Background: an optimization exercise with open tools, aiming at small area, a short achievable clock period and few clock cycles per item. Do not read the settings as production practice. The RTL was checked by simulation tests, not by an equivalence proof against the original design. Power and IR drop assume default switching activity.

<file path="flow/design.v">
`timescale 1ns / 1ps
`default_nettype none
package gtod_pkg;
  typedef enum logic [1:0] {
    OP_TICK = 2'd0,
    OP_PPS  = 2'd1,
    OP_BYTE = 2'd2
  } op_t;
  typedef struct packed {
    logic [4:0] hours;
    logic [5:0] minutes;
    logic [5:0] seconds;
  } hms_t;
  typedef struct packed {
    logic valid;
    hms_t tod;
  } load_t;
  localparam logic [7:0] CHAR_G     = 8'h47;
  localparam logic [7:0] CHAR_A     = 8'h41;
  localparam logic [7:0] CHAR_COMMA = 8'h2C;
  localparam logic [4:0] UTC_OFFSET_RESET      = 5'd1;
  localparam logic [7:0] REPORT_INTERVAL_RESET = 8'd5;
endpackage
`default_nettype wire
`timescale 1ns / 1ps
`default_nettype none
module gtod_nmea_parser (
  input  wire logic           clk,
  input  wire logic           rst_n,
  input  wire logic           byte_valid,
  input  wire logic [7:0]     rx_byte,
  input  wire logic [4:0]     utc_offset,
  output gtod_pkg::load_t     load
);
  localparam logic [1:0] ST_SCAN = 2'd0;   
  localparam logic [1:0] ST_G    = 2'd1;   
  localparam logic [1:0] ST_GA   = 2'd2;   
  localparam logic [1:0] ST_CAPT = 2'd3;   
  logic [2:0] idx_r;    
  logic [1:0] st_r;
  logic [4:0] p0_r;     
  logic [5:0] p1_r;     
  logic [9:0] p2_r;     
  logic       is_comma;
  logic [8:0] tens;
  logic [5:0] pair;
  logic [5:0] secs;
  logic [6:0] h_sum;
  logic [4:0] hh;
  logic [4:0] hload_r;  
  assign is_comma = rx_byte == gtod_pkg::CHAR_COMMA;
  always_comb begin
    if (rx_byte <= 8'd27) begin
      tens = 9'd0;
    end else if (rx_byte >= 8'd59) begin
      tens = 9'd318;
    end else begin
      tens = 9'd0;
      for (int v = 28; v <= 58; v++) begin
        if (rx_byte[5:0] == 6'(v)) begin
          tens = tens | 9'(10 * v - 272);
        end
      end
    end
  end
  function automatic logic [5:0] pair_clamp(input logic [9:0] sum, input logic [5:0] top);
    logic [5:0] r;
    if (sum[9:8] == 2'd0) begin
      r = 6'd0;
    end else if (sum[9] || sum[7:0] > {2'b0, top}) begin
      r = top;
    end else begin
      r = sum[5:0];
    end
    pair_clamp = r;
  endfunction
  assign pair = pair_clamp(p2_r, (idx_r[2:1] == 2'd1) ? 6'd23 : 6'd59);
  assign secs = pair_clamp(p2_r, 6'd59);
  always_comb begin
    h_sum = {2'b0, p0_r} + {{2{utc_offset[4]}}, utc_offset} + 7'd24;
    if (h_sum >= 7'd48) begin
      hh = 5'(h_sum - 7'd48);
    end else if (h_sum >= 7'd24) begin
      hh = 5'(h_sum - 7'd24);
    end else begin
      hh = h_sum[4:0];
    end
  end
  assign load.valid       = byte_valid && idx_r == 3'd6;
  always_ff @(posedge clk) begin
    hload_r <= hh;
  end
  assign load.tod.hours   = hload_r;
  assign load.tod.minutes = p1_r;
  assign load.tod.seconds = secs;
  always_ff @(posedge clk) begin
    if (!rst_n) begin
      idx_r <= 3'd0;
      st_r  <= ST_SCAN;
    end else if (byte_valid && idx_r != 3'd7) begin
      if (idx_r == 3'd6) begin
        idx_r <= 3'd7;
      end else if (st_r == ST_CAPT) begin
        if (is_comma) begin
          st_r <= ST_SCAN;
        end
        idx_r <= idx_r + 3'd1;
      end else if (st_r == ST_GA && is_comma) begin
        st_r  <= ST_CAPT;
        idx_r <= 3'd0;
      end else if (rx_byte == gtod_pkg::CHAR_G) begin
        st_r <= ST_G;
      end else if (st_r == ST_G && rx_byte == gtod_pkg::CHAR_A) begin
        st_r <= ST_GA;
      end else begin
        st_r <= ST_SCAN;
      end
    end
  end
  always_ff @(posedge clk) begin
    if (byte_valid && idx_r[2:1] != 2'd3 && st_r == ST_CAPT) begin
      if (!idx_r[0]) begin
        p0_r <= p1_r[4:0];
        p1_r <= pair;
        p2_r <= {1'b0, tens};
      end else begin
        p2_r <= p2_r + {2'b0, rx_byte};
      end
    end
  end
endmodule
`default_nettype wire
`timescale 1ns / 1ps
`default_nettype none
module gtod_clock_core (
  input  wire logic             clk,
  input  wire logic             rst_n,
  input  wire logic             evt_valid,
  input  wire gtod_pkg::op_t    evt_op,
  input  wire gtod_pkg::load_t  load,
  input  wire logic [7:0]       report_interval,
  output logic                  res_valid,
  output logic                  res_valid_nxt,
  input  wire logic             res_ready,
  output logic [79:0]           res_data
);
  logic            running_r;
  gtod_pkg::hms_t  board_r;
  logic [9:0]      board_ms_r;
  gtod_pkg::hms_t  gps_r;
  logic [31:0]     acc_r;       
  logic [7:0]      phase_r;
  logic            pend_r;
  logic            tick;
  logic            pps;
  logic            ms_wrap;
  logic            take;
  logic            acc_en;      
  logic            acc_up;      
  logic [9:0]      lo_nxt;
  logic            hi_step;
  logic [21:0]     hi_same;
  logic [21:0]     hi_below;
  logic [31:0]     acc_nxt;
  function automatic gtod_pkg::hms_t add_second(input gtod_pkg::hms_t t);
    gtod_pkg::hms_t r;
    logic s_top, m_top, h_top;
    s_top = &{t.seconds[5:3], t.seconds[1:0]};
    m_top = &{t.minutes[5:3], t.minutes[1:0]};
    h_top = t.hours[4] && (&t.hours[2:0]);
    r.seconds = s_top ? 6'd0 : t.seconds + 6'd1;
    r.minutes = !s_top ? t.minutes : m_top ? 6'd0 : t.minutes + 6'd1;
    r.hours   = !(s_top && m_top) ? t.hours : h_top ? 5'd0 : t.hours + 5'd1;
    add_second = r;
  endfunction
  assign tick    = evt_valid && evt_op == gtod_pkg::OP_TICK && running_r;
  assign pps     = evt_valid && evt_op == gtod_pkg::OP_PPS;
  assign ms_wrap = &{board_ms_r[9:5], board_ms_r[2:0]};
  assign take    = pend_r && res_ready;
  assign acc_en  = tick || (pps && running_r);
  assign acc_up  = evt_op[0];
  always_comb begin
    logic [9:0] lo_dec;
    logic [6:0] lo_inc;
    logic       lo_zero;
    lo_dec  = acc_r[9:0] - 10'd1;
    lo_inc  = acc_r[9:3] - 7'd3;
    lo_zero = acc_r[9:0] == 10'd0;
    lo_nxt  = acc_up ? {lo_inc, acc_r[2:0]} : lo_dec;
    hi_step = acc_en && (acc_up ? (acc_r[9:3] >= 7'd3) : lo_zero);
  end
  assign hi_same = acc_r[31:10] ^ {22{!acc_up}};
  always_comb begin
    logic [5:0] grp_same;
    logic [5:0] grp_in;
    for (int k = 0; k < 6; k++) begin
      grp_same[k] = 1'b1;
      for (int j = 4 * k; j < 4 * k + 4 && j < 22; j++) begin
        grp_same[k] = grp_same[k] && hi_same[j];
      end
    end
    for (int k = 0; k < 6; k++) begin
      grp_in[k] = 1'b1;
      for (int j = 0; j < k; j++) begin
        grp_in[k] = grp_in[k] && grp_same[j];
      end
    end
    for (int i = 0; i < 22; i++) begin
      hi_below[i] = grp_in[i / 4];
      for (int j = 4 * (i / 4); j < i; j++) begin
        hi_below[i] = hi_below[i] && hi_same[j];
      end
    end
  end
  assign acc_nxt = {acc_r[31:10] ^ ({22{hi_step}} & hi_below),
                    acc_en ? lo_nxt : acc_r[9:0]};
  assign res_valid = pend_r;
  assign res_valid_nxt = rst_n && (pps && phase_r == 8'd0 || pend_r && !res_ready);
  assign res_data  = {4'b0, acc_r, gps_r.seconds, gps_r.minutes, gps_r.hours, board_ms_r,
                      board_r.seconds, board_r.minutes, board_r.hours};
  always_ff @(posedge clk) begin
    if (!rst_n) begin
      running_r  <= 1'b0;
      board_r    <= '0;
      board_ms_r <= 10'd0;
      gps_r      <= '0;
      acc_r      <= 32'd0;
      phase_r    <= 8'd0;
      pend_r     <= 1'b0;
    end else begin
      if (tick) begin
        board_ms_r <= ms_wrap ? 10'd0 : board_ms_r + 10'd1;
        if (ms_wrap) begin
          board_r <= add_second(board_r);
        end
      end
      acc_r <= take ? 32'd0 : acc_nxt;
      if (pps) begin
        running_r <= 1'b1;
        gps_r     <= add_second(gps_r);
        phase_r   <= ({1'b0, phase_r} + 9'd1 >= {1'b0, report_interval}) ? 8'd0
                                                                       : phase_r + 8'd1;
      end
      pend_r <= res_valid_nxt;
      if (load.valid) begin
        board_r <= load.tod;
        gps_r   <= load.tod;
      end
    end
  end
endmodule
`default_nettype wire
`timescale 1ns / 1ps
`default_nettype none
module gps_synced_time_of_day_clock_top (
  input  wire logic        clk,
  input  wire logic        rst_n,
  input  wire logic        in_tvalid,
  output logic             in_tready,
  input  wire logic [7:0]  in_tdata,    
  input  wire logic [1:0]  in_tuser,    
  output logic             out_tvalid,
  input  wire logic        out_tready,
  output logic [79:0]      out_tdata,
  input  wire logic        cfg_psel,
  input  wire logic        cfg_penable,
  input  wire logic        cfg_pwrite,
  input  wire logic [2:0]  cfg_paddr,
  input  wire logic [31:0] cfg_pwdata,
  output logic [31:0]      cfg_prdata,
  output logic             cfg_pready
);
  logic            in_valid_r;
  gtod_pkg::op_t   in_op_r;
  logic [7:0]      in_byte_r;
  logic [4:0]      utc_offset_r;
  logic [7:0]      report_interval_r;
  logic [7:0]      rdata_r;
  logic            advance;
  logic            out_valid_nxt;
  logic            cfg_wr;
  gtod_pkg::load_t load;
  assign cfg_pready = 1'b1;
  assign cfg_wr     = cfg_psel && cfg_penable && cfg_pwrite;
  assign advance    = in_valid_r;
  always_ff @(posedge clk) begin
    in_tready <= rst_n && !out_valid_nxt
                 && !(in_tvalid && in_tready && in_tuser == gtod_pkg::OP_PPS)
                 && !(cfg_psel && !cfg_penable && cfg_pwrite);
  end
  always_ff @(posedge clk) begin
    rdata_r <= cfg_paddr[2] ? report_interval_r : {3'd0, utc_offset_r};
  end
  assign cfg_prdata = {24'd0, rdata_r};
  always_ff @(posedge clk) begin
    if (!rst_n) begin
      utc_offset_r      <= gtod_pkg::UTC_OFFSET_RESET;
      report_interval_r <= gtod_pkg::REPORT_INTERVAL_RESET;
    end else if (cfg_wr) begin
      if (!cfg_paddr[2]) begin
        utc_offset_r <= cfg_pwdata[4:0];
      end else begin
        report_interval_r <= cfg_pwdata[7:0];
      end
    end
  end
  always_ff @(posedge clk) begin
    in_valid_r <= rst_n && in_tvalid && in_tready;
  end
  always_ff @(posedge clk) begin
    in_op_r   <= gtod_pkg::op_t'(in_tuser);
    in_byte_r <= in_tdata;
  end
  gtod_nmea_parser u_parser (
    .clk        (clk),
    .rst_n      (rst_n),
    .byte_valid (advance && in_op_r == gtod_pkg::OP_BYTE),
    .rx_byte    (in_byte_r),
    .utc_offset (utc_offset_r),
    .load       (load)
  );
  gtod_clock_core u_core (
    .clk             (clk),
    .rst_n           (rst_n),
    .evt_valid       (advance),
    .evt_op          (in_op_r),
    .load            (load),
    .report_interval (report_interval_r),
    .res_valid       (out_tvalid),
    .res_valid_nxt   (out_valid_nxt),
    .res_ready       (out_tready),
    .res_data        (out_tdata)
  );
endmodule
`default_nettype wire
</file>
<file path="flow/flow/run.sh">
#!/bin/bash
# Standard layout with two changes: plain buf_1 cells as port buffers (instead of the
# default delay buffers), and a clock tree of clkbuf_8 cells without dummy loads.
set -euo pipefail
export BUFFER_PORTS_ARGS="-buffer_cell sky130_fd_sc_hd__buf_1"
export CTS_ARGS="-sink_clustering_enable -repair_clock_nets -dont_use_dummy_load -buf_list sky130_fd_sc_hd__clkbuf_8"
bash standard.sh > standard.log 2>&1
</file>
<file path="flow/standard.sh">
#!/bin/bash
# synth_recipe.tcl (not shown) runs the flow's synth.tcl, then flattens the netlist and writes it again
# the make line also repeats each setting of config.mk as NAME=value (left out here)
make -C /OpenROAD-flow-scripts/flow DESIGN_CONFIG=/design/flow/config.mk WORK_HOME=/design/flow/orfs CLKGATE_MAP_FILE= SYNTH_SCRIPT=/design/flow/synth_recipe.tcl "${@:-finish}"
</file>
<file path="flow/config.mk">
export PLATFORM = sky130hd
export DESIGN_NAME = gps_synced_time_of_day_clock_top
export DESIGN_NICKNAME = gps_synced_time_of_day_clock_top
export VERILOG_FILES = /design/flow/design.v
export SDC_FILE = /design/flow/constraint.sdc
export NUM_CORES = 4
export LEC_CHECK = 0
export ABC_AREA = 1
export CAP_MARGIN = 20
export CORE_MARGIN = 2
export CORE_UTILIZATION = 40
export CTS_BUF_LIST = sky130_fd_sc_hd__clkbuf_8
export SETUP_SLACK_MARGIN = 4.5
export SLEW_MARGIN = 20
</file>
<file path="flow/constraint.sdc">
create_clock -name core_clock -period 7.0 [get_ports {clk}]
set_input_delay 1.4000 -clock core_clock [delete_from_list [all_inputs] [get_ports {clk}]]
set_output_delay 1.4000 -clock core_clock [all_outputs]
set_load 0.01 [all_outputs]
</file>
==> summary.md, run 1 <==
| Metric | Value |
|---|---|
| Critical Path RT | `between 5000 and 6000 ps` |
| Total global routing overflow | `0` |
| Slew Viols, Final | `0` |
| Setup crit start kind | `register` |
| Area of the core | `around 21,000 sq um` |
| DR DRC count | `0` |
| Diodes inserted | `0` |
| XOR/XNOR Fraction of Synth Area | `between 3 and 4%` |
| Final period util | `between 30% and 40%` |
| ANT nets after route | `0` |
| Hold Startpoint | `report_interval_r[7]` |
| Buf/Inv on CP | `1` |
| Pwr Total | `approximately 0.0015 W` |
| WP data arrival | `around 1100 ps` |
| CP max FO | `5` |
| CTS Buf Count | `17` |
| Vias in the first global route | `slightly above 7,000` |
| Syn Area/Cell | `7.26 sq um` |
| Clock Latency Late Sink | `roughly 440 ps` |
| Slowest cell delay on critical path | `around 440 ps` |
| Placed wire-length estimate | `approximately 15,000 um` |
| Max Cap Violations | `0` |
| Clk_skew | `just under 30 ps` |
| Fillers | `about 2,200` |
| DRT iter0 DRCs | `around 310` |
| Synth Area in Compound Gates | `between 10% and 20%` |
| Status | `finished clean` |
| Clk buf depth | `2` |
| Crit-path cells | `buf_1` |
| CTS tree | `yes` |
| Cells after Synth | `between 1,000 and 1,500` |
| CP max-delay cell | `dfxtp_1` |
| Total GRT Usage | `18.7%` |
| Setup TNS | `0 ps` |
| Synth top area share | `between 20 and 30%` |
| Yosys reg bits | `150` |
| Async SR Flop Fraction | `0%` |
| Top-count cell post-synth | `nand2_1` |
| Reg2reg start | `u_parser.p0_r[1]` |
| Synth warn | `3` |
| Port-buffer cells | `~110` |
| Final net count | `1,414` |
| Setup CP Type | `reg -> out` |
| Final Hold Violating Endpoints | `0` |
| Initial antenna violation count | `0` |
| Yosys top cell by area | `dfxtp_1` |
| Via density per instance | `about 5` |
| Die Width | `between 150 and 200 um` |
| Share of layout cells above drive strength 1 | `roughly 9.6%` |
| Leakage | `3.99 nW` |
| Mux contribution to synthesized area | `0%` |
| Synth area leaders | `dfxtp_1, nand2_1, edfxtp_1` |
| Worst slew pin tran | `roughly 640 ps` |
| Wire per inst | `approximately 13 um` |
| First-pass GRT wire length | `~34,000 um` |
| F_max | `about 400 MHz` |
| Endpoint class of the critical path | `output pin` |
| Distinct cell type count after synthesis | `46` |
| # hold bufs at CTS | `0` |
| Cell row count | `53` |
| Cell Pwr Density | `~150 nW/um^2` |
| Worst path top cell family by delay | `flip-flops` |
| Worst-path clk slew | `~90 ps` |
| RSZ-0062 raised after global routing | `false` |
| Clock Root Buffer | `clkbuf_8` |
| Post-synth EDFFs | `21` |
| Slew HR | `a little under three fifths` |
| Final min period | `2450 ps` |
| Final WL | `approximately 21,000 um` |
| Maximum VDD drop | `between 0.09 and 0.1 mV` |
| Pin count of the biggest net entering global routing | `44` |
| Die area | `22,800 sq um` |
| First-pass DRT Iterations | `6` |
| Post-Syn Area | `approximately 8600 sq um` |
| Initial Utilization | `between 40% and 50%` |
| Post-Synth Adder-Cell Area | `between 7 and 8%` |
| CP startpoint | `u_core.board_r[4]` |
| RePlAce Congestion | `0.914` |
| Sequential share of the synthesized area | `a little under two fifths` |
| Setup violators final | `0` |
| Ports | `around 170` |
| Synth cell count leaders | `nand2_1, inv_1, dfxtp_1` |
| Sinks on the clock net | `150` |
| Die Y | `between 150 and 200 um` |
| Area delta synth->final | `13.3%` |
| HP Class | `reg -> reg` |
| Htree depth | `4` |
| Via Count | `7,906` |
| Largest family of logic cells by synthesized area | `simple AND/OR/NAND/NOR gates` |
| Ys flop type | `dfxtp_1` |
| Simple-Gate Fraction of Synth Area | `approximately a quarter` |
-- state kept, by name, summed over array words and instances (netlist names), 8 cells and up --
register and count:
u_core.acc_r 32, u_parser.p2_r 10, u_core.phase_r 8, report_interval_r 8
rdata_r 8, u_core.gps_r 17, u_core.board_ms_r 10, in_byte_r 8
u_core.board_r 17
-- path summary, 6_finish.rpt --
check                                            to  cells past startpoint  slack [ps]
worst max register to register  u_parser.hload_r[4]                     10        4600
worst min register to register           rdata_r[7]                      2         410
worst max-delay path                  out_tdata[15]                      1        4550
worst min-delay path                     rdata_r[7]                      2         410
-- where the power goes --
group	switching [W]	total (W)	leakage [nW]	internal, W
Combinational	0.0000854	0.000127	2.62	0.0000418
Clock	0.000284	0.000498	0.122	0.000214
Sequential	0.00000942	0.000892	1.25	0.000883
Total	0.000379	0.00152	3.99	0.00114
-- cells in the final DEF (no fill, tap or decap), drive strengths merged, types with 17 or more instances in the layout --
cell,synthesis,routed
conb,2,29
inv,151,150
buf,36,124
clkbuf,17,21
xnor2,17,17
a21oi,116,116
nand3,71,71
dfxtp,129,129
xor2,19,19
nor2,114,114
edfxtp,21,21
o21ai,98,98
nor3,25,25
nand2,233,233
nand4,30,30
ha,48,48
-- cells by family after synthesis --
| family | count (synthesis) |
|---|---|
| AOI/OAI and AO/OA | 243 |
| xor gates and xnor gates | 36 |
| adders and majority gates | 50 |
| buffers and inverters | 206 |
| DFF | 150 |
| other | 2 |
| and+or+nand+nor | 503 |
-- routing by layer --
metal  vias to the layer above  GRT usage [%]  share of wire [%]
met4                         0           4.91                1.4
met5                         -              0                  0
met3                        23           3.58                4.1
met1                      3576           24.7                 47
li1                       4145              -                  -
met2                       162           31.6                 47
-- cell type report --
class / instances / area (sq um) / area share [%]
multi-input combinational: 861 / 4800 / 49.0
sequential: 150 / 3250 / 33.2
inverter: 153 / 584 / 5.97
timing repair buffer: 128 / 578 / 5.90
tap: 275 / 344 / 3.51
clock buffer: 17 / 234 / 2.39
timing repair inverter: 1 / 7.51 / 0.0766
-- per-stage QoR --
step,util [%],std cells,cell area (sq um),setup WS (ps),hold slack (ps)
6_report,46.4,1585,9790,4550,414
5_1_grt,46.4,1585,9790,4480,459
4_1_cts,45.4,1579,9570,4500,412
3_5_place_dp,43.7,1554,9210,3080,422
3_3_place_gp,43.7,1554,9210,3110,415
2_1_floorplan,-,1217,8740,4570,407
-- timing repair --
item	in CTS	in global routing
endpoints found under the setup margin	85	71
resized for setup	21	53
endpoints found under the hold margin	0	0
gates cloned	1	0
setup buffers	7	6
pin swaps	3	13
Testbench counts, summed over its fixed seeds: cycles 78,482, items 78,338.
==> inputs of run 2 (changes only) <==
==> flow/flow/run.sh (replaced) <==
#!/bin/bash
# Standard layout with two changes: plain buf_1 cells as port buffers (instead of the
# default delay buffers), and a clock tree of clkbuf_8 cells under a clkbuf_16 root,

set -euo pipefail
export BUFFER_PORTS_ARGS="-buffer_cell sky130_fd_sc_hd__buf_1"
export CTS_ARGS="-sink_clustering_enable -repair_clock_nets -dont_use_dummy_load -buf_list sky130_fd_sc_hd__clkbuf_8 -root_buf sky130_fd_sc_hd__clkbuf_16"
bash standard.sh > standard.log 2>&1
--- a/flow/config.mk
+++ b/flow/config.mk
@@ -11,4 +11,4 @@
 export CORE_UTILIZATION = 40
 export CTS_BUF_LIST = sky130_fd_sc_hd__clkbuf_8
-export SETUP_SLACK_MARGIN = 4.5
+export SETUP_SLACK_MARGIN = 4.58
 export SLEW_MARGIN = 20
==> run 2 against run 1 <==
Critical path type unchanged. Critical endpoint is now out_tdata[43]. Setup slack improved by 73 ps. Non-clock buffer count unchanged. Clock power increased by 3%. Largest cell class unchanged. Sequential share of layout area decreased by 0.21 points. Core utilization increased by 0.20 points.
==> summary.md, run 2 <==
| Metric | Value |
|---|---|
| Die area | `22,800 sq um (unchanged)` |
| Logic pwr share | `8.3% (about the same)` |
| RSZ-0062 raised after global routing | `true` |
| Clock Latency Late Sink | `380 ps (-60 ps)` |
| CP startpoint | `u_core.gps_r[5]` |
| Critical Path RT | `5600 ps (about the same)` |
| First-pass DRT Iterations | `6 (unchanged)` |
| Hold Startpoint | `report_interval_r[6]` |
| Leakage | `4.00 nW (+0.41%)` |
| Maximum VDD drop | `0.122 mV (+26%)` |
| Placed wire-length estimate | `15,500 um (+0.37%)` |
| Cell Pwr Density | `156 nW/um^2 (+0.49%)` |
| Largest registers | `u_core.acc_r x32, u_core.board_r x17, u_core.gps_r x17` |
| Buf/Inv on CP | `1 (unchanged)` |
| Reg power frac | `58.3% (-0.5 points)` |
| Reg2reg start | `u_core.phase_r[0]` |
| HP Class | `reg -> reg` |
| Yosys reg bits | `150 (unchanged)` |
| Post-Syn Area | `8640 sq um (unchanged)` |
| R2R Setup Slk | `4710 ps (+110 ps)` |
| Pin count of the biggest net entering global routing | `44 (unchanged)` |
| Yosys top cell by area | `dfxtp_1` |
| Synth cell count leaders | `nand2_1, inv_1, dfxtp_1` |
| Setup violators final | `0 (unchanged)` |
| Most common cell after layout, fill and taps aside | `nand2_1` |
| Slew Viols, Final | `0 (unchanged)` |
| Crit-path cells | `buf_1` |
| Die Width | `151 um (unchanged)` |
| Distinct cell type count after synthesis | `46 (unchanged)` |
| Slowest cell delay on critical path | `400 ps (-40 ps)` |
| Most frequent cells in the layout | `nand2_1, inv_1, a21oi_1, dfxtp_1, buf_1` |
| Area of the core | `21,100 sq um (unchanged)` |
| Clk buf depth | `2 (unchanged)` |
| Initial antenna violation count | `0 (unchanged)` |
| Setup TNS | `0 ps (unchanged)` |
| Total GRT Usage | `18.5% (-0.28 points)` |
| DRT iter0 DRCs | `353 (+12%)` |
| Switching Fraction | `24.7% (-0.27 points)` |
| Hold slack final | `401 ps (-12.9 ps)` |
| DR DRC count | `0 (unchanged)` |
| Hold depth | `2 (unchanged)` |
| Syn Area/Cell | `7.26 sq um (unchanged)` |
| Final net count | `1,416 (+0.14%)` |
| Register with the most flip-flops | `u_core.acc_r` |
| Ys flop type | `dfxtp_1` |
| First-pass GRT wire length | `34,000 um (-1.2%)` |
| Async SR Flop Fraction | `0% (unchanged)` |
| Cells after Synth | `1,190 (unchanged)` |
| F_max | `420 MHz (+3.1%)` |
| Setup crit start kind | `register` |
| Worst path top cell family by delay | `flip-flops` |
| Final Hold Violating Endpoints | `0 (unchanged)` |
| Final WL | `21,500 um (+2.0%)` |
| Status | `finished clean` |
| Initial Utilization | `41.0% (unchanged)` |
| Via Count | `7,975 (+0.87%)` |
| Die Y | `151 um (unchanged)` |
| Top-count cell post-synth | `nand2_1` |
| Via density per instance | `5.02 (+0.68%)` |
| Max FFs per register | `32 (unchanged)` |
| Synth warn | `3 (unchanged)` |
| Ports | `167 (unchanged)` |
| CTS tree | `yes` |
| Sequential share of the synthesized area | `37.2% (unchanged)` |
| Area delta synth->final | `13.8%` |
| Vias in the first global route | `7,063 (-2.0%)` |
| Reg2reg path depth | `12 (+2)` |
| WP data arrival | `980 ps (-70 ps)` |
| CTS Buf Count | `17 (unchanged)` |
| CP max-delay cell | `dfxtp_1` |
| WHS Endpoint | `rdata_r[6]` |
| Port-buffer cells | `111 (unchanged)` |
| RePlAce Congestion | `0.934 (+2.2%)` |
| Synth area leaders | `dfxtp_1, nand2_1, edfxtp_1` |
| Share of layout cells above drive strength 1 | `9.60% (-0.015 points)` |
| Final period util | `34.0% (-1.0 points)` |
| Total global routing overflow | `0 (unchanged)` |
| CP max FO | `4 (-1)` |
| Worst slew pin tran | `580 ps (-56.1 ps)` |
| Clock network fraction of total power | `33.4% (+0.6 points)` |
| Wire per inst | `13.5 um (+1.8%)` |
| Synth top area share | `29.9% (unchanged)` |
| Post-synth EDFFs | `21 (unchanged)` |
| Max Cap Violations | `0 (unchanged)` |
| Sinks on the clock net | `150 (unchanged)` |
| Cell row count | `53 (unchanged)` |
| Worst-path clk slew | `80 ps (about the same)` |
| P_sw | `0.000378 W (-0.17%)` |
| Clk_skew | `37.2 ps (+8.25 ps)` |
| Slew HR | `61.0% (+3.8 points)` |
| Final min period | `2380 ps (-73.5 ps)` |
| Setup CP Type | `reg -> out` |
| Clock Root Buffer | `clkbuf_16` |
| Htree depth | `4 (unchanged)` |
| R2r endpoint | `u_core.phase_r[1]` |
| Endpoint class of the critical path | `output pin` |
| Post-placement cell area | `9210 sq um (about the same)` |
| Internal power | `0.00115 W (+1.3%)` |
| ANT nets after route | `0 (unchanged)` |
| Final instance area | `9840 sq um (+0.43%)` |
[run 2: cell counts after synthesis]
No cell type changed its count.
[run 2: kinds of logic (layout without fill, tap and decap cells)]
group	count (synthesis)	in the layout	share of synthesized area [%]
AOI/OAI and AO/OA	243	243	14.8
xor gates and xnor gates	36	36	3.91
adders and majority gates	50	50	7.41
buffers and inverters	206	300	10.6
DFF	150	150	37.2
other	2	30	0.0869
and+or+nand+nor	503	504	26.0
[run 2: metal layers]
metal / GRT usage, % / up-vias / wire (um)
met5: 0 / - / 0
met4: 4.11 / 0 / 195
met2: 30.5 / 168 / 10200
li1: - / 4134 / -
met3: 3.52 / 12 / 869
met1: 25.1 / 3661 / 10300
[run 2: layout make-up]
cell class	count	area, sq um
clock buffer	17	245
timing repair inverter	2	15.0
fill	2217	11300
multi-input combinational	862	4830
timing repair buffer	128	566
tap	275	344
sequential	150	3240
antenna	1	2.50
inverter	153	592
[run 2: repair_timing]
item	CTS	global route
cloned	1	2
pin swaps	5	19
setup endpoints to repair	91	88
gates resized for setup	24	56
hold buffers	0	0
setup buffers	5	8
hold endpoints to repair	0	0
[run 2: per-stage QoR]
stage / std cells / power, W / setup WS (ps) / utilization [%]
6_report: 1588 / 0.00153 / 4620 / 46.6
4_1_cts: 1577 / 0.00155 / 4580 / 45.4
5_1_grt: 1587 / 0.00161 / 4530 / 46.6
3_5_place_dp: 1554 / 0.00103 / 3040 / 43.7
2_1_floorplan: 1217 / 0.00101 / 4610 / -
3_3_place_gp: 1554 / 0.00103 / 3130 / 43.7
[run 2: power by group through the flow]
stage               registers [W]  logic [W]  clock network, W
floorplan                0.000911  0.0000970                 0
global placement         0.000912   0.000115                 0
detailed placement       0.000912   0.000115                 0
CTS                      0.000893   0.000121          0.000537
global route             0.000894   0.000145          0.000569
finish                   0.000893   0.000128          0.000511
[run 2: worst max path at each step]
stage                           endpoint  cells past startpoint
detailed placement      u_core.acc_r[14]                      6
finish                     out_tdata[43]                      1
global placement        u_core.acc_r[14]                      6
floorplan           report_interval_r[4]                      7
CTS                        out_tdata[47]                      1
global route         u_parser.hload_r[3]                     14
==> inputs of run 3 (changes only) <==
--- a/flow/config.mk
+++ b/flow/config.mk
@@ -11,4 +11,4 @@
 export CORE_UTILIZATION = 40
 export CTS_BUF_LIST = sky130_fd_sc_hd__clkbuf_8
-export SETUP_SLACK_MARGIN = 4.58
+export SETUP_SLACK_MARGIN = 4.66
 export SLEW_MARGIN = 20
==> run 3 against run 2 <==
Still clean. Combinational power increased by 8%. Maximum frequency increased by 3.2%. Final cell count increased by 0.50%.
==> summary.md, run 3 <==
| Metric | Value |
|---|---|
| Status | `finished clean` |
| RePlAce Congestion | `0.894 (-4.3%)` |
| Die Width | `151 um (unchanged)` |
| Total global routing overflow | `0 (unchanged)` |
| Max Cap Violations | `0 (unchanged)` |
| Clock Root Buffer | `clkbuf_16` |
| Pin count of the biggest net entering global routing | `44 (unchanged)` |
| Largest registers | `u_core.acc_r x32, u_core.board_r x17, u_core.gps_r x17` |
| Clk buf depth | `2 (unchanged)` |
| Synth area leaders | `dfxtp_1, nand2_1, edfxtp_1` |
| Largest family of logic cells by synthesized area | `simple AND/OR/NAND/NOR gates` |
| Async SR Flop Fraction | `0% (unchanged)` |
| HP Class | `reg -> reg` |
| Via density per instance | `4.99 (-0.66%)` |
| First-pass GRT wire length | `34,300 um (+1.0%)` |
| Clock Latency Late Sink | `380 ps (about the same)` |
| Final min period | `2310 ps (-73.2 ps)` |
| Synth Area in Compound Gates | `14.8% (unchanged)` |
| Area of the core | `21,100 sq um (unchanged)` |
| Syn Area/Cell | `7.26 sq um (unchanged)` |
| Mux contribution to synthesized area | `0% (unchanged)` |
| F_max | `433 MHz (+3.2%)` |
| Distinct cell type count after synthesis | `46 (unchanged)` |
| Sequential share of the synthesized area | `37.2% (unchanged)` |
| Endpoint class of the critical path | `register` |
| Clk_skew | `37.2 ps (-0.0505 ps)` |
| Diodes inserted | `0 (-1)` |
| Setup TNS | `0 ps (unchanged)` |
| Final net count | `1,425 (+0.64%)` |
| DR DRC count | `0 (unchanged)` |
| CP max FO | `4 (unchanged)` |
| DRT iter0 DRCs | `456 (+29%)` |
| Cells after Synth | `1,190 (unchanged)` |
| Worst-path clk slew | `80 ps (about the same)` |
| Critical Path RT | `7260 ps (+1660 ps)` |
| Worst slew pin tran | `647 ps (+66.7 ps)` |
| Die area | `22,800 sq um (unchanged)` |
| Vias in the first global route | `7,056 (-0.099%)` |
| Most common cell after layout, fill and taps aside | `nand2_1` |
| # hold bufs at CTS | `0 (unchanged)` |
| CTS tree | `yes` |
| Cell row count | `53 (unchanged)` |
| Placed wire-length estimate | `15,300 um (-1.1%)` |
| WP data arrival | `2570 ps (+1590 ps)` |
| Yosys reg bits | `150 (unchanged)` |
| ANT nets after route | `0 (unchanged)` |
| Yosys top cell by area | `dfxtp_1` |
| RSZ-0062 raised after global routing | `true` |
| Max FFs per register | `32 (unchanged)` |
| Slew HR | `56.6% (-4.5 points)` |
| Grt peak-use layer | `met2` |
| Post-Synth Adder-Cell Area | `7.41% (unchanged)` |
| Area delta synth->final | `18.0%` |
| Via Count | `7,962 (-0.16%)` |
| Inst Count DP | `1,554 (unchanged)` |
| Wire per inst | `13.6 um (+0.72%)` |
| Initial Utilization | `41.0% (unchanged)` |
| First-pass DRT Iterations | `5 (-1)` |
| Ys flop type | `dfxtp_1` |
| Ports | `167 (unchanged)` |
| Final Hold Violating Endpoints | `0 (unchanged)` |
| Cell Pwr Density | `151 nW/um^2 (-2.9%)` |
| Final Non-Filler Cells | `1,596 (+0.50%)` |
| Synth cell count leaders | `nand2_1, inv_1, dfxtp_1` |
| Die Y | `151 um (unchanged)` |
| Share of layout cells above drive strength 1 | `20.1% (+11 points)` |
| Synth top area share | `29.9% (unchanged)` |
| Simple-Gate Fraction of Synth Area | `26.0% (unchanged)` |
| Total GRT Usage | `18.7% (+0.27 points)` |
| Post-synth EDFFs | `21 (unchanged)` |
| Top-count cell post-synth | `nand2_1` |
| GRT met3 Usage | `3.49% (-0.030 points)` |
| Port-buffer cells | `111 (unchanged)` |
| Maximum VDD drop | `0.121 mV (-1.3%)` |
| Grt met1 use | `25.3% (+0.15 points)` |
| Synth warn | `3 (unchanged)` |
| Post-Syn Area | `8640 sq um (unchanged)` |
| Sinks on the clock net | `150 (unchanged)` |
| XOR/XNOR Fraction of Synth Area | `3.91% (unchanged)` |
| Final WL | `21,800 um (+1.2%)` |
| Setup CP Type | `reg -> reg` |
| Setup crit start kind | `register` |
| Initial antenna violation count | `0 (unchanged)` |
| CTS Buf Count | `17 (unchanged)` |
| Leakage | `4.36 nW (+8.8%)` |
| GR Util met2 | `30.7% (+0.20 points)` |
| Most frequent cells in the layout | `nand2_1, inv_1, a21oi_1, nor2_1, o21ai_0` |
| Htree depth | `4 (unchanged)` |
| Final period util | `33.0% (-1.0 points)` |
| Setup violators final | `0 (unchanged)` |
| Register with the most flip-flops | `u_core.acc_r` |
| Slew Viols, Final | `0 (unchanged)` |
-- run 3: cell counts after synthesis --
No cell type changed its count.
-- run 3: area by class of cell --
type | instances | area (sq um)
Clock buffer | 17 | 245
Multi-Input combinational cell | 861 | 4870
Sequential cell | 150 | 3350
Timing Repair inverter | 2 | 15.0
Inverter | 153 | 596
Tap cell | 275 | 344
Fill cell | 2191 | 10900
Timing Repair Buffer | 138 | 774
-- run 3: worst paths after layout --
path | startpoint | end | slack [ps] | cells after the start
worst max-delay path | u_parser.p0_r[1] | u_parser.hload_r[3] | 4690 | 14
worst min-delay path | report_interval_r[5] | rdata_r[5] | 410 | 2
worst max register to register | u_parser.p0_r[1] | u_parser.hload_r[3] | 4690 | 14
worst min register to register | report_interval_r[5] | rdata_r[5] | 410 | 2
-- run 3: power by group --
group / switching, W / internal [W] / leakage, nW
Combinational: 0.0000909 / 0.0000475 / 2.95
Clock: 0.000287 / 0.000229 / 0.127
Sequential: 0.00000959 / 0.000876 / 1.28
-- run 3: stage by stage --
stage | util (%) | area [sq um] | worst slack, ps | power (W) | hold slack [ps]
floorplan | - | 8760 | 4650 | 0.00101 | 407
global placement | 43.7 | 9220 | 3110 | 0.00103 | 413
detailed placement | 43.7 | 9220 | 3070 | 0.00103 | 417
CTS | 46.4 | 9780 | 4660 | 0.00155 | 416
global route | 48.3 | 10200 | 4560 | 0.00161 | 441
finish | 48.3 | 10200 | 4690 | 0.00154 | 414
-- run 3: cells by family after synthesis --
logic type                 count (synthesis)
and+or+nand+nor                          503
DFF                                      150
adders and majority gates                 50
buffers and inverters                    206
other                                      2
AOI/OAI and AO/OA                        243
xor gates and xnor gates                  36
-- run 3: layer usage --
layer  vias to the layer above  part of all wire [%]
met1                      3608                    47
met2                       163                    47
met5                         -                     0
met4                         0                   1.4
li1                       4166                     -
met3                        25                   4.7
-- run 3: worst max-delay path: stages, from the launching register on --
cell and delay, ps:
edfxtp_1 380, ha_1 300, ha_2 180, fa_2 400, xor2_4 230, inv_2 70
ha_4 150, nand2_2 50, nand2_1 40, nand2_1 80, nand2_2 70, nor2_1 90
nand2_1 50, nand2_1 60, inv_1 30
-- run 3: what timing repair did --
item | 4_1_cts | 5_1_grt
setup buffers | 10 | 11
setup endpoints to repair | 153 | 120
gates cloned | 2 | 2
gates resized for setup | 110 | 123
pin swaps | 12 | 20
==> inputs of run 4 (changes only) <==
--- a/flow/flow/run.sh
+++ b/flow/flow/run.sh
@@ -2,5 +2,5 @@
 # Standard layout with two changes: plain buf_1 cells as port buffers (instead of the
 # default delay buffers), and a clock tree of clkbuf_8 cells under a clkbuf_16 root,
-
+# without dummy loads. ORFS writes each step's log under orfs/logs; standard.log has the rest.
 set -euo pipefail
 export BUFFER_PORTS_ARGS="-buffer_cell sky130_fd_sc_hd__buf_1"
--- a/flow/config.mk
+++ b/flow/config.mk
@@ -11,4 +11,4 @@
 export CORE_UTILIZATION = 40
 export CTS_BUF_LIST = sky130_fd_sc_hd__clkbuf_8
-export SETUP_SLACK_MARGIN = 4.66
+export SETUP_SLACK_MARGIN = 4.62
 export SLEW_MARGIN = 20
==> run 4 against run 3 <==
Still clean on timing, DRC and antenna. Combinational power is essentially flat. Power increased by 0.28%. Synthesized cell count stayed put. Die area stayed put. Via count increased by 1.3%. Register-to-register slack worse by 80 ps. Clock-buffer cell count is the same. Global-route usage hardly changed. Largest power group unchanged.
==> summary.md, run 4 <==
| Metric | Value |
|---|---|
| Status | `finished clean` |
| First-pass DRT Iterations | `5 (unchanged)` |
| Worst-path clk slew | `90 ps (about the same)` |
| Critical Path RT | `7250 ps (about the same)` |
| Yosys reg bits | `150 (unchanged)` |
| CP max-delay cell | `fa_2` |
| CTS tree | `yes` |
| HP Class | `reg -> reg` |
| Top-count cell post-synth | `nand2_1` |
| Cell Pwr Density | `154 nW/um^2 (+1.9%)` |
| Register with the most flip-flops | `u_core.acc_r` |
| Htree depth | `4 (unchanged)` |
| Max Cap Violations | `0 (unchanged)` |
| Area delta synth->final | `16.0%` |
| Die area | `22,800 sq um (unchanged)` |
| Synth cell count leaders | `nand2_1, inv_1, dfxtp_1` |
| Final period util | `34.1% (+1.1 points)` |
| Fillers | `2,186 (-0.23%)` |
| Synth area leaders | `dfxtp_1, nand2_1, edfxtp_1` |
| DRT iter0 DRCs | `405 (-11%)` |
| Clock Root Buffer | `clkbuf_16` |
| Wire per inst | `13.9 um (+1.7%)` |
| Cells after Synth | `1,190 (unchanged)` |
| Setup CP Type | `reg -> reg` |
| Syn Area/Cell | `7.26 sq um (unchanged)` |
| Hold slack final | `409 ps (-4.15 ps)` |
| Ports | `167 (unchanged)` |
| Final Hold Violating Endpoints | `0 (unchanged)` |
| Final net count | `1,422 (-0.21%)` |
| Diodes inserted | `0 (unchanged)` |
| Post-synth EDFFs | `21 (unchanged)` |
| DR DRC count | `0 (unchanged)` |
| Total global routing overflow | `0 (unchanged)` |
| Synth warn | `3 (unchanged)` |
| # hold bufs at CTS | `0 (unchanged)` |
| Setup crit start kind | `register` |
| RSZ-0062 raised after global routing | `true` |
| Initial antenna violation count | `0 (unchanged)` |
| CTS Buf Count | `17 (unchanged)` |
| Share of layout cells above drive strength 1 | `14.0% (-6.1 points)` |
| WP data arrival | `2640 ps (+70 ps)` |
| Slew HR | `57.2% (+0.64 points)` |
| First-pass GRT wire length | `34,400 um (+0.24%)` |
| Slew Viols, Final | `0 (unchanged)` |
| Most frequent cells in the layout | `nand2_1, inv_1, a21oi_1, nor2_1, o21ai_0` |
| Port-buffer cells | `111 (unchanged)` |
| F_max | `419 MHz (-3.3%)` |
| Final WL | `22,100 um (+1.5%)` |
| Most common cell after layout, fill and taps aside | `nand2_1` |
| RePlAce Congestion | `0.887 (-0.75%)` |
| Initial Utilization | `41.0% (unchanged)` |
| Synth top area share | `29.9% (unchanged)` |
| Post-Syn Area | `8640 sq um (unchanged)` |
| Distinct cell type count after synthesis | `46 (unchanged)` |
| Ys flop type | `dfxtp_1` |
| Area of the core | `21,100 sq um (unchanged)` |
| Crit-path cells | `ha_1 -> ha_2 -> fa_2 -> a21oi_2 -> o21ai_2 -> xor2_1 -> buf_4 -> nor3_4 -> nand3_1 -> nand3b_1 -> nand2_1` |
| Clock Latency Late Sink | `380 ps (about the same)` |
| Setup TNS | `0 ps (unchanged)` |
| ANT nets after route | `0 (unchanged)` |
| Pre-CTS WS | `3020 ps (-41.5 ps)` |
| Total GRT Usage | `18.7% (about the same)` |
| Yosys top cell by area | `dfxtp_1` |
| CP max FO | `4 (unchanged)` |
| Final min period | `2380 ps (+77.7 ps)` |
| Maximum VDD drop | `0.112 mV (-7.7%)` |
| Die Y | `151 um (unchanged)` |
| Final core occ | `47.5% (-0.79 points)` |
| Clk buf depth | `2 (unchanged)` |
| Cell row count | `53 (unchanged)` |
| Setup ws final | `4620 ps (-77.7 ps)` |
| Leakage | `4.16 nW (-4.5%)` |
| Vias in the first global route | `7,208 (+2.2%)` |
| Via Count | `8,066 (+1.3%)` |
| Setup violators final | `0 (unchanged)` |
| Slowest cell delay on critical path | `390 ps (about the same)` |
| Largest registers | `u_core.acc_r x32, u_core.board_r x17, u_core.gps_r x17` |
| Clk_skew | `26.0 ps (-11.2 ps)` |
| Placed wire-length estimate | `15,500 um (+0.79%)` |
| Die Width | `151 um (unchanged)` |
| Pwr Total | `0.00155 W (+0.28%)` |
| Sequential share of the synthesized area | `37.2% (unchanged)` |
| Pin count of the biggest net entering global routing | `44 (unchanged)` |
| Worst slew pin tran | `637 ps (-9.60 ps)` |
| Sinks on the clock net | `150 (unchanged)` |
| Endpoint class of the critical path | `register` |
| Max FFs per register | `32 (unchanged)` |
| Async SR Flop Fraction | `0% (unchanged)` |
| Via density per instance | `5.06 (+1.5%)` |
[run 4: cell counts after synthesis]
No cell type changed its count.
[run 4: area by class of cell]
type / count / area, sq um / area share, %
clock buffer: 17 / 245 / 2.45
tap: 275 / 344 / 3.43
timing repair inverter: 2 / 15.0 / 0.150
multi-input combinational: 861 / 4850 / 48.4
sequential: 150 / 3280 / 32.7
timing repair buffer: 135 / 693 / 6.91
inverter: 153 / 596 / 5.94
[run 4: critical path, delay by kind of cell, from the launching register on]
kind | cells | cell delay (ps)
compound gates | 2 | 230
xor+xnor | 1 | 170
fa+ha+maj | 3 | 860
buf+inv | 1 | 150
flops | 1 | 370
simple gates | 4 | 490
[run 4: kinds of logic after synthesis]
group | count (synthesis) | share of synthesized area (%)
simple gates | 503 | 26.0
xor+xnor | 36 | 3.91
compound gates | 243 | 14.8
buf+inv | 206 | 10.6
flops | 150 | 37.2
other cells | 2 | 0.0869
fa+ha+maj | 50 | 7.41
[run 4: power breakdown]
group,switching (W),leakage (nW),total [W],internal [W]
registers,0.00000953,1.26,0.000892,0.000882
clock network,0.000286,0.127,0.000515,0.000230
logic,0.0000907,2.77,0.000138,0.0000472
[run 4: stage by stage]
stage	cells	instance area [sq um]
6_report	1593	10000
4_1_cts	1584	9700
3_5_place_dp	1554	9210
2_1_floorplan	1217	8750
5_1_grt	1593	10000
3_3_place_gp	1554	9210
[run 4: timing repair]
item                                    in CTS  in global routing
gates cloned                                 1                  3
endpoints found under the hold margin        0                  0
gates resized for setup                     49                 91
endpoints found under the setup margin     111                109
setup buffers                               12                  6
pin swaps                                    9                 13
[run 4: final timing paths]
check | end | start | cells past startpoint | slack (ps)
worst max-delay path | u_parser.hload_r[4] | u_parser.p0_r[1] | 11 | 4620
worst min-delay path | rdata_r[7] | report_interval_r[7] | 2 | 410
worst max register to register | u_parser.hload_r[4] | u_parser.p0_r[1] | 11 | 4620
worst min register to register | rdata_r[7] | report_interval_r[7] | 2 | 410
[run 4: layer usage]
metal  track usage (%)  up-vias  part of all wire (%)
met5                 0        -                     0
met4              5.37        0                   1.8
met3              3.55       26                   3.9
met2              30.9      173                    47
met1              25.0     3706                    47
li1                  -     4161                     -
==> inputs of run 5 (changes only) <==
--- a/flow/config.mk
+++ b/flow/config.mk
@@ -11,4 +11,5 @@
 export CORE_UTILIZATION = 40
 export CTS_BUF_LIST = sky130_fd_sc_hd__clkbuf_8
-export SETUP_SLACK_MARGIN = 4.62
+export PLACE_DENSITY = 0.75
+export SETUP_SLACK_MARGIN = 4.58
 export SLEW_MARGIN = 20
==> run 5 against run 4 <==
Clock power about the same. Largest power group unchanged. Synthesized area is the same. Critical path depth shrank 10. Sequential cell count did not move. Power decreased by 0.46%. Sequential power about the same. Synthesized cell count unchanged.
==> summary.md, run 5 <==
| Metric | Value |
|---|---|
| Synth top area share | `29.9% (unchanged)` |
| Wire per inst | `13.6 um (-1.5%)` |
| Largest family of logic cells by synthesized area | `simple AND/OR/NAND/NOR gates` |
| WP data arrival | `990 ps (-1650 ps)` |
| Via Count | `8,103 (+0.46%)` |
| Setup TNS | `0 ps (unchanged)` |
| CTS Buf Count | `17 (unchanged)` |
| Fillers | `2,054 (-6.0%)` |
| Final WL | `21,800 um (-1.3%)` |
| Port-buffer cells | `111 (unchanged)` |
| Setup crit start kind | `register` |
| ANT nets after route | `0 (unchanged)` |
| Status | `finished clean` |
| Via density per instance | `5.07 (+0.21%)` |
| Synth cell count leaders | `nand2_1, inv_1, dfxtp_1` |
| Area delta synth->final | `15.4%` |
| Initial Utilization | `41.0% (unchanged)` |
| Clk buf depth | `2 (unchanged)` |
| Setup ws final | `4610 ps (-4.29 ps)` |
| Area of the core | `21,100 sq um (unchanged)` |
| Final min period | `2390 ps (+4.29 ps)` |
| CP max-delay cell | `dfxtp_1` |
| DRT iter0 DRCs | `452 (+12%)` |
| Ys flop type | `dfxtp_1` |
| Most frequent cells in the layout | `nand2_1, inv_1, a21oi_1, dfxtp_1, nor2_1` |
| Maximum VDD drop | `0.111 mV (-0.77%)` |
| Synth Area in Compound Gates | `14.8% (unchanged)` |
| Final period util | `34.1% (+0.061 points)` |
| Crit-path cells | `buf_1` |
| RSZ-0062 raised after global routing | `true` |
| Share of layout cells above drive strength 1 | `11.8% (-2.2 points)` |
| Distinct cell type count after synthesis | `46 (unchanged)` |
| First-pass DRT Iterations | `7 (+2)` |
| Final Hold Violating Endpoints | `0 (unchanged)` |
| Cells after Synth | `1,190 (unchanged)` |
| Cell row count | `53 (unchanged)` |
| Post-Syn Area | `8640 sq um (unchanged)` |
| Mux contribution to synthesized area | `0% (unchanged)` |
| Placed wire-length estimate | `15,500 um (+0.43%)` |
| Vias in the first global route | `7,208 (unchanged)` |
| Synth warn | `3 (unchanged)` |
| Endpoint class of the critical path | `output pin` |
| Pin count of the biggest net entering global routing | `44 (unchanged)` |
| Leakage | `4.08 nW (-2.0%)` |
| Clock Latency Late Sink | `390 ps (about the same)` |
| Simple-Gate Fraction of Synth Area | `26.0% (unchanged)` |
| Die area | `22,800 sq um (unchanged)` |
| Setup CP Type | `reg -> out` |
| Synth area leaders | `dfxtp_1, nand2_1, edfxtp_1` |
| Total GRT Usage | `18.4% (-0.36 points)` |
| Diodes inserted | `0 (unchanged)` |
| Buf/Inv on CP | `1 (unchanged)` |
| Max Cap Violations | `0 (unchanged)` |
| Initial antenna violation count | `0 (unchanged)` |
| XOR/XNOR Fraction of Synth Area | `3.91% (unchanged)` |
| Largest registers | `u_core.acc_r x32, u_core.board_r x17, u_core.gps_r x17` |
| Clk_skew | `30.6 ps (+4.51 ps)` |
| RePlAce Congestion | `0.943 (+6.3%)` |
| Pwr Total | `0.00154 W (-0.46%)` |
| Worst path top cell family by delay | `flip-flops` |
| Slowest cell delay on critical path | `440 ps (+50 ps)` |
| Die Y | `151 um (unchanged)` |
| Most common cell after layout, fill and taps aside | `nand2_1` |
| Slew HR | `48.6% (-8.6 points)` |
| F_max | `419 MHz (-0.18%)` |
| Max FFs per register | `32 (unchanged)` |
| CP max FO | `5 (+1)` |
| Worst slew pin tran | `765 ps (+127 ps)` |
| DR DRC count | `0 (unchanged)` |
| Async SR Flop Fraction | `0% (unchanged)` |
| Yosys top cell by area | `dfxtp_1` |
| Sinks on the clock net | `150 (unchanged)` |
| Die Width | `151 um (unchanged)` |
| Clock Root Buffer | `clkbuf_16` |
| Top-count cell post-synth | `nand2_1` |
| Final net count | `1,426 (+0.28%)` |
| First-pass GRT wire length | `33,700 um (-2.1%)` |
| Post-synth EDFFs | `21 (unchanged)` |
| Total global routing overflow | `0 (unchanged)` |
| Pre-CTS WS | `3060 ps (+32.2 ps)` |
| Htree depth | `4 (unchanged)` |
| Critical Path RT | `5600 ps (-1650 ps)` |
| Worst-path clk slew | `80 ps (about the same)` |
| Post-Synth Adder-Cell Area | `7.41% (unchanged)` |
| Ports | `167 (unchanged)` |
| Cell Pwr Density | `154 nW/um^2 (about the same)` |
| CTS tree | `yes` |
| Sequential share of the synthesized area | `37.2% (unchanged)` |
| Syn Area/Cell | `7.26 sq um (unchanged)` |
| Register with the most flip-flops | `u_core.acc_r` |
| Setup violators final | `0 (unchanged)` |
| Yosys reg bits | `150 (unchanged)` |
| Slew Viols, Final | `0 (unchanged)` |
| HP Class | `reg -> reg` |
## run 5: cell counts after synthesis
No cell type changed its count.
## run 5: final cells by class
class	instances	area, sq um	area share (%)
inverters	153	592	5.93
multi-input cells	862	4870	48.8
repair buffers	138	666	6.67
well taps	275	344	3.45
repair inverters	2	15.0	0.150
clock buffers	17	245	2.46
flip-flops and latches	150	3250	32.6
## run 5: worst min-delay path, stage by stage, from the launching register on
cell and delay (ps):
dfxtp_1 310, nand2_1 50, inv_1 30
## run 5: metrics by stage
step                      area (sq um)  cells  hold WS (ps)  util (%)
after floorplan                   8750   1217           407         -
after global placement            9200   1553           413      43.6
after detailed placement          9210   1553           415      43.7
after CTS                         9590   1577           427      45.5
after global routing              9980   1597           457      47.3
final                             9980   1597           426      47.3
## run 5: worst paths after layout
check	startpoint	end	slack, ps	cells past startpoint
worst max register to register	u_core.phase_r[0]	u_core.phase_r[3]	4630	11
worst min register to register	report_interval_r[6]	rdata_r[6]	430	2
worst min-delay path	report_interval_r[6]	rdata_r[6]	430	2
worst max-delay path	u_core.board_r[6]	out_tdata[5]	4610	1
## run 5: per-layer routing
layer | vias up | GRT usage (%) | part of all wire [%]
li1 | 4162 | - | -
met1 | 3682 | 23.5 | 45
met2 | 223 | 30.6 | 48
met3 | 36 | 4.37 | 5.8
met4 | 0 | 5.79 | 1.7
met5 | - | 0 | 0
## run 5: power breakdown
group	internal [W]	total, W	switching (W)
sequential	0.000883	0.000893	0.0000101
combinational	0.0000446	0.000133	0.0000886
clock	0.000229	0.000512	0.000283
total	0.00116	0.00154	0.000381
## run 5: kinds of logic (layout without fill, tap and decap cells)
logic type / count (synthesis) / count (layout)
and+or+nand+nor: 503 / 504
AOI/OAI and AO/OA: 243 / 243
buffers and inverters: 206 / 310
DFF: 150 / 150
adders and majority gates: 50 / 50
xor gates and xnor gates: 36 / 36
other: 2 / 29
## run 5: repair_timing
action                     4_1_cts  5_1_grt
gates resized for setup         27       72
hold endpoints to repair         0        0
buffers inserted                 6       17
pin swaps                        4       20
setup endpoints to repair       94       92
cloned                           1        3
hold buffers                     0        0
==> inputs of run 6 (changes only) <==
--- a/flow/config.mk
+++ b/flow/config.mk
@@ -11,5 +11,4 @@
 export CORE_UTILIZATION = 40
 export CTS_BUF_LIST = sky130_fd_sc_hd__clkbuf_8
-export PLACE_DENSITY = 0.75
 export SETUP_SLACK_MARGIN = 4.58
 export SLEW_MARGIN = 20
==> run 6 against run 5 <==
Clock power is essentially flat. Combinational power decreased by 4%. Clock skew grew 6.7 ps. Power decreased by 0.41%. Wire length fell by 1.4%. Worst hold slack worse by 25 ps. Die area is the same. First-iteration DRC count decreased by 22%. Clock-buffer cell count stayed put. Critical endpoint is now out_tdata[43].
==> summary.md, run 6 <==
| Metric | Value |
|---|---|
| Status | `finished clean` |
| Worst path top cell family by delay | `flip-flops` |
| Final core occ | `46.6% (-0.66 points)` |
| Reg power frac | `58.3% (+0.2 points)` |
| Setup TNS | `0 ps (unchanged)` |
| Slew Viols, Final | `0 (unchanged)` |
| Ys flop type | `dfxtp_1` |
| Setup crit start kind | `register` |
| Largest registers | `u_core.acc_r x32, u_core.board_r x17, u_core.gps_r x17` |
| Cell row count | `53 (unchanged)` |
| Max Cap Violations | `0 (unchanged)` |
| Most common cell after layout, fill and taps aside | `nand2_1` |
| ANT nets after route | `0 (unchanged)` |
| Clk buf depth | `2 (unchanged)` |
| Yosys top cell by area | `dfxtp_1` |
| Post-Syn Area | `8640 sq um (unchanged)` |
| RePlAce Congestion | `0.934 (-0.94%)` |
| Syn Area/Cell | `7.26 sq um (unchanged)` |
| DRT iter0 DRCs | `353 (-22%)` |
| Synth warn | `3 (unchanged)` |
| Share of layout cells above drive strength 1 | `9.60% (-2.2 points)` |
| WP data arrival | `980 ps (about the same)` |
| Total global routing overflow | `0 (unchanged)` |
| Pin count of the biggest net entering global routing | `44 (unchanged)` |
| Leakage | `4.00 nW (-1.7%)` |
| Fillers | `2,217 (+7.9%)` |
| Final net count | `1,416 (-0.70%)` |
| Clock network fraction of total power | `33.4% (about the same)` |
| Synth cell count leaders | `nand2_1, inv_1, dfxtp_1` |
| Wire per inst | `13.5 um (-0.80%)` |
| Crit-path cells | `buf_1` |
| Clk_skew | `37.2 ps (+6.69 ps)` |
| Area of the core | `21,100 sq um (unchanged)` |
| P_sw | `0.000378 W (-0.85%)` |
| Slowest cell delay on critical path | `400 ps (-40 ps)` |
| Die Width | `151 um (unchanged)` |
| Worst-path clk slew | `80 ps (about the same)` |
| Post-synth EDFFs | `21 (unchanged)` |
| Cells after Synth | `1,190 (unchanged)` |
| Area delta synth->final | `13.8%` |
| Setup violators final | `0 (unchanged)` |
| Synth area leaders | `dfxtp_1, nand2_1, edfxtp_1` |
| Maximum VDD drop | `0.122 mV (+11%)` |
| Hold Startpoint | `report_interval_r[6]` |
| Vias in the first global route | `7,063 (-2.0%)` |
| HP Class | `reg -> reg` |
| Clock Latency Late Sink | `380 ps (about the same)` |
| Reg2reg start | `u_core.phase_r[0]` |
| Port-buffer cells | `111 (unchanged)` |
| Final min period | `2380 ps (-8.75 ps)` |
| First-pass DRT Iterations | `6 (-1)` |
| First-pass GRT wire length | `34,000 um (+0.88%)` |
| Distinct cell type count after synthesis | `46 (unchanged)` |
| Yosys reg bits | `150 (unchanged)` |
| F_max | `420 MHz (+0.37%)` |
| RSZ-0062 raised after global routing | `true` |
| Sinks on the clock net | `150 (unchanged)` |
| Register with the most flip-flops | `u_core.acc_r` |
| CTS Buf Count | `17 (unchanged)` |
| Cell Pwr Density | `156 nW/um^2 (+1.0%)` |
| Max FFs per register | `32 (unchanged)` |
| Die Y | `151 um (unchanged)` |
| Final WL | `21,500 um (-1.4%)` |
| Async SR Flop Fraction | `0% (unchanged)` |
| Total GRT Usage | `18.5% (+0.096 points)` |
| CP startpoint | `u_core.gps_r[5]` |
| R2r endpoint | `u_core.phase_r[1]` |
| Most frequent cells in the layout | `nand2_1, inv_1, a21oi_1, dfxtp_1, buf_1` |
| # hold bufs at CTS | `0 (unchanged)` |
| CP max FO | `4 (-1)` |
| Internal power | `0.00115 W (-0.26%)` |
| R2R Setup Slk | `4710 ps (+80 ps)` |
| Die area | `22,800 sq um (unchanged)` |
| Endpoint class of the critical path | `output pin` |
| CP max-delay cell | `dfxtp_1` |
| Critical Path RT | `5600 ps (about the same)` |
| Setup CP Type | `reg -> out` |
| Sequential share of the synthesized area | `37.2% (unchanged)` |
| Reg2reg path depth | `12 (+1)` |
| Logic pwr share | `8.3% (-0.4 points)` |
| Via Count | `7,975 (-1.6%)` |
| Final period util | `34.0% (-0.12 points)` |
| Via density per instance | `5.02 (-1.0%)` |
| Htree depth | `4 (unchanged)` |
| Initial Utilization | `41.0% (unchanged)` |
| Synth top area share | `29.9% (unchanged)` |
| Final Hold Violating Endpoints | `0 (unchanged)` |
| Initial antenna violation count | `0 (unchanged)` |
| WHS Endpoint | `rdata_r[6]` |
| Ports | `167 (unchanged)` |
| Worst slew pin tran | `580 ps (-185 ps)` |
| Switching Fraction | `24.7% (-0.11 points)` |
| Top-count cell post-synth | `nand2_1` |
| DR DRC count | `0 (unchanged)` |
| Placed wire-length estimate | `15,500 um (about the same)` |
| Buf/Inv on CP | `1 (unchanged)` |
| Clock Root Buffer | `clkbuf_16` |
| CTS tree | `yes` |
| Hold depth | `2 (unchanged)` |
| Slew HR | `61.0% (+12 points)` |
-- run 6: power groups by stage --
stage	clock network, W	logic (W)	registers, W
final	0.000511	0.000128	0.000893
after global routing	0.000569	0.000145	0.000894
after CTS	0.000537	0.000121	0.000893
after detailed placement	0	0.000115	0.000912
after global placement	0	0.000115	0.000912
after floorplan	0	0.0000970	0.000911
-- run 6: per-layer routing --
layer / vias to the layer above / global-route usage [%] / part of all wire (%) / wire length, um
li1: 4134 / - / - / -
met1: 3661 / 25.1 / 48 / 10300
met2: 168 / 30.5 / 47 / 10200
met3: 12 / 3.52 / 4.0 / 869
met4: 0 / 4.11 / 0.91 / 195
met5: - / 0 / 0 / 0
-- run 6: final cells by class --
| cell class | count | area, sq um | area share, % |
|---|---|---|---|
| diodes | 1 | 2.50 | 0.0254 |
| clock buffers | 17 | 245 | 2.49 |
| inverters | 153 | 592 | 6.02 |
| multi-input cells | 862 | 4830 | 49.1 |
| flip-flops and latches | 150 | 3240 | 33.0 |
| well taps | 275 | 344 | 3.50 |
| repair buffers | 128 | 566 | 5.75 |
| repair inverters | 2 | 15.0 | 0.153 |
-- run 6: logic make-up (layout without fill, tap and decap cells) --
kind of cell / Yosys count / count (layout) / share of synthesized area [%]
fa+ha+maj: 50 / 50 / 7.41
buf+inv: 206 / 300 / 10.6
xor+xnor: 36 / 36 / 3.91
flops: 150 / 150 / 37.2
compound gates: 243 / 243 / 14.8
simple gates: 503 / 504 / 26.0
other cells: 2 / 30 / 0.0869
-- run 6: metrics by stage --
| step | total power, W | cell area (sq um) | worst slack, ps | hold WS, ps | instances |
|---|---|---|---|---|---|
| after global placement | 0.00103 | 9210 | 3130 | 415 | 1554 |
| final | 0.00153 | 9840 | 4620 | 401 | 1588 |
| after floorplan | 0.00101 | 8750 | 4610 | 407 | 1217 |
| after detailed placement | 0.00103 | 9210 | 3040 | 419 | 1554 |
| after CTS | 0.00155 | 9580 | 4580 | 401 | 1577 |
| after global routing | 0.00161 | 9830 | 4530 | 433 | 1587 |
-- run 6: worst max path at each step --
stage / slack (ps) / to / cells past startpoint
finish: 4620 / out_tdata[43] / 1
global route: 4530 / u_parser.hload_r[3] / 14
CTS: 4580 / out_tdata[47] / 1
detailed placement: 3040 / u_core.acc_r[14] / 6
global placement: 3130 / u_core.acc_r[14] / 6
floorplan: 4610 / report_interval_r[4] / 7
-- run 6: what timing repair did --
| item | in CTS | in global routing |
|---|---|---|
| setup endpoints to repair | 91 | 88 |
| buffers inserted | 5 | 8 |
| gates cloned | 1 | 2 |
| pin swaps | 5 | 19 |
| gates resized for setup | 24 | 56 |
| endpoints found under the hold margin | 0 | 0 |
==> inputs of run 7 (changes only) <==
--- a/flow/flow/run.sh
+++ b/flow/flow/run.sh
@@ -4,5 +4,5 @@
 # without dummy loads. ORFS writes each step's log under orfs/logs; standard.log has the rest.
 set -euo pipefail
-export BUFFER_PORTS_ARGS="-buffer_cell sky130_fd_sc_hd__buf_1"
+export BUFFER_PORTS_ARGS="-buffer_cell sky130_fd_sc_hd__buf_2"
 export CTS_ARGS="-sink_clustering_enable -repair_clock_nets -dont_use_dummy_load -buf_list sky130_fd_sc_hd__clkbuf_8 -root_buf sky130_fd_sc_hd__clkbuf_16"
 bash standard.sh > standard.log 2>&1
==> run 7 against run 6 <==
Global-route usage decreased by 0.085 points. Maximum frequency increased by 0.12%. Critical path type unchanged. Critical endpoint is now out_tdata[34]. Largest cell class unchanged. Power increased by 0.59%. Sequential power about the same. Highest routed layer unchanged. Cell area increased by 1.8%.
==> summary.md, run 7 <==
| Metric | Value |
|---|---|
| P_sw | `0.000381 W (+0.88%)` |
| # hold bufs at CTS | `0 (unchanged)` |
| DRT iter0 DRCs | `437 (+24%)` |
| Share of layout cells above drive strength 1 | `17.4% (+7.8 points)` |
| Setup crit start kind | `register` |
| Pre-CTS WS | `3080 ps (+39.4 ps)` |
| Sequential share of the synthesized area | `37.2% (unchanged)` |
| R2R Setup Slk | `4680 ps (-30 ps)` |
| Setup CP Type | `reg -> out` |
| Max FFs per register | `32 (unchanged)` |
| Synth area leaders | `dfxtp_1, nand2_1, edfxtp_1` |
| Clk buf depth | `2 (unchanged)` |
| CTS tree | `yes` |
| Placed wire-length estimate | `15,400 um (-0.40%)` |
| Clk_skew | `24.4 ps (-12.9 ps)` |
| Final Hold Violating Endpoints | `0 (unchanged)` |
| RSZ-0062 raised after global routing | `true` |
| Pin count of the biggest net entering global routing | `44 (unchanged)` |
| Status | `finished clean` |
| Final min period | `2380 ps (-2.85 ps)` |
| Total GRT Usage | `18.4% (-0.085 points)` |
| Clock network fraction of total power | `33.3% (about the same)` |
| F_max | `421 MHz (+0.12%)` |
| Cell Pwr Density | `154 nW/um^2 (-1.2%)` |
| Critical Path RT | `5600 ps (about the same)` |
| Die Width | `151 um (unchanged)` |
| Worst-path clk slew | `90 ps (about the same)` |
| Via density per instance | `5.04 (+0.29%)` |
| Met1 wire length | `10,300 um (+0.51%)` |
| Setup violators final | `0 (unchanged)` |
| Slew HR | `60.2% (-0.86 points)` |
| Clock Root Buffer | `clkbuf_16` |
| Initial Utilization | `41.0% (unchanged)` |
| Maximum VDD drop | `0.105 mV (-14%)` |
| Final period util | `34.0% (-0.041 points)` |
| CP max FO | `5 (+1)` |
| DR DRC count | `0 (unchanged)` |
| Register with the most flip-flops | `u_core.acc_r` |
| Yosys top cell by area | `dfxtp_1` |
| CP max-delay cell | `dfxtp_1` |
| RePlAce Congestion | `0.911 (-2.5%)` |
| Post-synth EDFFs | `21 (unchanged)` |
| Area of the core | `21,100 sq um (unchanged)` |
| Crit-path cells | `buf_2` |
| Slew Viols, Final | `0 (unchanged)` |
| Logic pwr share | `8.7% (+0.4 points)` |
| CTS Buf Count | `17 (unchanged)` |
| Initial antenna violation count | `0 (unchanged)` |
| Clock Latency Late Sink | `380 ps (about the same)` |
| Endpoint class of the critical path | `output pin` |
| HP Class | `reg -> reg` |
| Slowest cell delay on critical path | `440 ps (+40 ps)` |
| Max Cap Violations | `0 (unchanged)` |
| Fillers | `2,197 (-0.90%)` |
| Ports | `167 (unchanged)` |
| Via Count | `8,013 (+0.48%)` |
| Vias in the first global route | `6,882 (-2.6%)` |
| CP startpoint | `u_core.gps_r[8]` |
| First-pass DRT Iterations | `5 (-1)` |
| Die area | `22,800 sq um (unchanged)` |
| Reg2reg start | `u_parser.p0_r[1]` |
| Cell row count | `53 (unchanged)` |
| Cells after Synth | `1,190 (unchanged)` |
| ANT nets after route | `0 (unchanged)` |
| Pwr Total | `0.00154 W (+0.59%)` |
| Distinct cell type count after synthesis | `46 (unchanged)` |
| Area delta synth->final | `15.9%` |
| Synth top area share | `29.9% (unchanged)` |
| Hold Startpoint | `report_interval_r[7]` |
| Sinks on the clock net | `150 (unchanged)` |
| Wire length on met2 | `9910 um (-2.5%)` |
==> run 7: cell counts after synthesis <==
No cell type changed its count.
==> run 7: path summary, 6_finish.rpt <==
kind                              end  cells past startpoint
setup reg to reg  u_parser.hload_r[4]                     11
setup / recovery        out_tdata[34]                      1
hold / removal             rdata_r[7]                      2
hold reg to reg            rdata_r[7]                      2
==> run 7: power groups by stage <==
| stage | logic, W | clock network, W | registers, W |
|---|---|---|---|
| 2_1_floorplan | 0.0000970 | 0 | 0.000911 |
| 3_3_place_gp | 0.000117 | 0 | 0.000912 |
| 3_5_place_dp | 0.000117 | 0 | 0.000912 |
| 4_1_cts | 0.000127 | 0.000535 | 0.000893 |
| 5_1_grt | 0.000151 | 0.000564 | 0.000894 |
| 6_report | 0.000134 | 0.000514 | 0.000893 |
==> run 7: area by class of cell <==
| cell class | instances | area [sq um] | share of cell area, % |
|---|---|---|---|
| Multi-Input combinational cell | 861 | 4830 | 48.2 |
| Sequential cell | 150 | 3230 | 32.3 |
| Timing Repair Buffer | 133 | 758 | 7.57 |
| Inverter | 153 | 593 | 5.92 |
| Tap cell | 275 | 344 | 3.44 |
| Clock buffer | 17 | 245 | 2.45 |
| Timing Repair inverter | 2 | 12.5 | 0.125 |
==> run 7: what timing repair did <==
action	4_1_cts	5_1_grt
cloned	1	1
gates resized for setup	22	46
pin swaps	5	18
endpoints found under the setup margin	88	58
buffers inserted	11	7
==> run 7: kinds of logic after synthesis <==
group | synth area share, %
simple gates | 26.0
compound gates | 14.8
buf+inv | 10.6
flops | 37.2
fa+ha+maj | 7.41
xor+xnor | 3.91
other cells | 0.0869
==> run 7: routing by layer <==
metal / global-route usage, % / up-vias
li1: - / 4161
met1: 24.6 / 3646
met2: 30.8 / 189
met3: 3.16 / 17
met4: 4.63 / 0
met5: 0 / -
==> run 7: stage by stage <==
stage          instance area (sq um)  hold WS (ps)  utilization [%]  instances
6_report                       10000           408             47.5       1591
5_1_grt                        10000           439             47.5       1591
4_1_cts                         9780           408             46.4       1583
3_5_place_dp                    9350           420             44.3       1554
3_3_place_gp                    9350           415             44.3       1554
2_1_floorplan                   8750           407                -       1217

==> afterwards: timing with drivers on the ports <==
No port has a modelled driver above. Below, the same layouts with a new extraction and two added sets of constraints.
Step 1 sets driving cells, clkbuf_16 on the clock port and buf_2 on the other inputs (assumed; they add their load-dependent delay and slew).
Step 2 also shifts input and output timing later by t, the mid clock arrival at the registers, as if the neighbouring blocks saw the same clock.
a / b / c = ideal ports / drivers / drivers and shift; a / b = the first two.
run	shift t [ns]	setup slack, ns
run 1	0.471	4.546 / 4.506 / 4.213
run 2	0.405	4.620 / 4.574 / 4.269
run 3	0.407	4.693 / 4.652 / 4.365
run 4	0.403	4.615 / 4.612 / 4.332
run 5	0.411	4.611 / 4.571 / 4.254
run 6	0.405	4.620 / 4.574 / 4.269
run 7	0.407	4.622 / 4.578 / 4.281
After both steps setup and hold are still met in every run listed.
